What follows belongs to an exercise in optimizing a design on an open flow for small area and a short achievable clock period; a production flow would make more cautious choices.

Design inv_shift_sub_stage, start of the top module:
module inv_shift_sub_stage #(
    parameter int TAG_W = 4
) (
    input  logic             CLK,
    input  logic             RST_N,
    input  logic             IN_VALID,
    output logic             IN_READY,
    input  logic [0:127]     IN,
    input  logic [TAG_W-1:0] IN_TAG,
    output logic             OUT_VALID,
    input  logic             OUT_READY,
    output logic [0:127]     OUT,
    output logic [TAG_W-1:0] OUT_TAG
);
export LEC_CHECK = 0
export CAP_MARGIN = 20
export CORE_MARGIN = 2
export CORE_UTILIZATION = 35
export CTS_CLUSTER_DIAMETER = 200
export CTS_CLUSTER_SIZE = 20
export PLACE_DENSITY = 0.45
export SETUP_SLACK_MARGIN = 2.5
export SLEW_MARGIN = 20
export SYNTH_HIERARCHICAL = 1
export TNS_END_PERCENT = 0
create_clock -name core_clock -period 5.0 [get_ports {CLK}]
standard.sh (not shown) runs the stock make flow with config.mk's settings and CLKGATE_MAP_FILE= SYNTH_SCRIPT=/design/flow/synth_recipe.tcl, a recipe that flattens the netlist after the stock synthesis.
==> flow/flow/run.sh <==
#!/bin/bash
set -euo pipefail
bash standard.sh BUFFER_PORTS_ARGS="-buffer_cell sky130_fd_sc_hd__buf_2" finish > run_make.log 2>&1
Change:
--- a/flow/design.v
+++ b/flow/design.v
@@ -52,35 +52,35 @@
         logic [7:0]  y;
         assign x = IN[8*SRC +: 8];
         logic p8; g_xor u_p8 (.a(x[0]), .b(x[1]), .y(p8));
         logic p9; g_xor u_p9 (.a(x[2]), .b(x[5]), .y(p9));
         logic p10; g_xor u_p10 (.a(x[6]), .b(x[7]), .y(p10));
         logic p11; g_xor u_p11 (.a(x[2]), .b(x[3]), .y(p11));
         logic p12; g_xor u_p12 (.a(x[1]), .b(x[4]), .y(p12));
         logic p13; g_xor u_p13 (.a(x[3]), .b(x[5]), .y(p13));
         logic p14; g_xor u_p14 (.a(p8), .b(p9), .y(p14));
         logic p15; g_xor u_p15 (.a(x[0]), .b(x[4]), .y(p15));
-        logic p16; g_xor u_p16 (.a(p8), .b(x[4]), .y(p16));
+        logic p16; g_xor u_p16 (.a(p63), .b(x[4]), .y(p16));
         logic p17; g_xor u_p17 (.a(p10), .b(p11), .y(p17));
         logic p18; g_xor u_p18 (.a(x[0]), .b(x[5]), .y(p18));
         logic p19; g_xor u_p19 (.a(p12), .b(p13), .y(p19));
         logic p20; g_xor u_p20 (.a(p13), .b(x[6]), .y(p20));
         logic p21; g_xor u_p21 (.a(p9), .b(p10), .y(p21));
         logic p22; g_xor u_p22 (.a(p14), .b(x[6]), .y(p22));
         logic p23; g_xor u_p23 (.a(x[1]), .b(x[2]), .y(p23));
         logic p24; g_xor u_p24 (.a(p8), .b(x[3]), .y(p24));
         logic p25; g_xor u_p25 (.a(p11), .b(x[1]), .y(p25));
-        logic p26; g_xor u_p26 (.a(p8), .b(p11), .y(p26));
+        logic p26; g_xor u_p26 (.a(p63), .b(p11), .y(p26));
         logic p27; g_xor u_p27 (.a(p8), .b(x[5]), .y(p27));
         logic p28; g_xor u_p28 (.a(p9), .b(x[4]), .y(p28));
         logic p29; g_xor u_p29 (.a(p12), .b(x[6]), .y(p29));
-        logic p30; g_xor u_p30 (.a(p8), .b(x[7]), .y(p30));
+        logic p30; g_xor u_p30 (.a(p63), .b(x[7]), .y(p30));
         logic p31; g_xor u_p31 (.a(p10), .b(p15), .y(p31));
         logic p32; g_xor u_p32 (.a(p16), .b(x[2]), .y(p32));
         logic p33; g_xor u_p33 (.a(p15), .b(p17), .y(p33));
         logic p34; g_xor u_p34 (.a(p12), .b(p17), .y(p34));
         logic p35; assign p35 = ~x[1];
         logic p36; g_xnor u_p36 (.a(p8), .b(p9), .y(p36));
         logic p37; g_nand u_p37 (.a(p32), .b(p31), .y(p37));
         logic p38; g_nand u_p38 (.a(p15), .b(p34), .y(p38));
         logic p39; g_nand u_p39 (.a(p23), .b(p26), .y(p39));
         logic p40; g_nand u_p40 (.a(p28), .b(p30), .y(p40));
@@ -96,20 +96,21 @@
         logic p50; g_xor u_p50 (.a(p24), .b(p40), .y(p50));
         logic p51; g_xor u_p51 (.a(p33), .b(p40), .y(p51));
         logic p52; g_xor u_p52 (.a(p48), .b(p45), .y(p52));
         logic p53; g_xor u_p53 (.a(p49), .b(p44), .y(p53));
         logic p54; g_xor u_p54 (.a(p50), .b(p42), .y(p54));
         logic p55; g_xor u_p55 (.a(p51), .b(p41), .y(p55));
         logic p57; g_xor u_p57 (.a(p47), .b(p53), .y(p57));
         logic p60; g_xnor u_p60 (.a(p46), .b(p52), .y(p60));
         logic p61; g_xnor u_p61 (.a(p46), .b(p54), .y(p61));
         logic p62; g_xnor u_p62 (.a(p47), .b(p55), .y(p62));
+        logic p63; g_xor u_p63 (.a(x[0]), .b(x[1]), .y(p63));
         assign o1[0] = p20;
         assign o1[1] = p19;
         assign o1[2] = p22;
         assign o1[3] = p21;
         assign o1[4] = p18;
         assign o1[5] = p35;
         assign o1[6] = p36;
         assign o1[7] = p16;
         assign o1[8] = p60;
         assign o1[9] = p57;
Clock-buffer cell count drops by 1.
Critical path depth is unchanged.
Worst setup slack gets better by 0.042 ns.
Design area climbs slightly.
Core utilization climbs by 0.22 points.
Global-route usage hardly moves.
Final cell count climbs slightly.
Flip-flop and latch count is unchanged.
Non-clock buffer count climbs by 7.
Maximum frequency climbs slightly.
No run of this note included a check of the RTL's function; only the layout flow was run.

-- separate check: timing with driven ports --
No port has a modelled driver above. Below, the same layouts with a new extraction and two added sets of constraints.
Step 1: set_driving_cell puts a clkbuf_16 on CLK and a buf_2 on each other input, an assumption about the parent block.
Step 2 times the ports against the registers' clock, not the clock port: input delays grow and output delays shrink by t, the midpoint of the rising clock arrivals with the driver on.
Three values: ideal, step 1, step 2; two values: the first two.
run | t, ns | setup slack, ns | worst setup path at the end
the first run | 0.613 | 2.491 / 2.491 / 1.965 | input to register
the second run | 0.613 | 2.533 / 2.533 / 2.072 | input to register
After both steps every run listed still meets setup and hold. For the first run, which loses most, drivers alone change the setup slack by 0.000 ns; drivers and shift together by -0.526 ns.
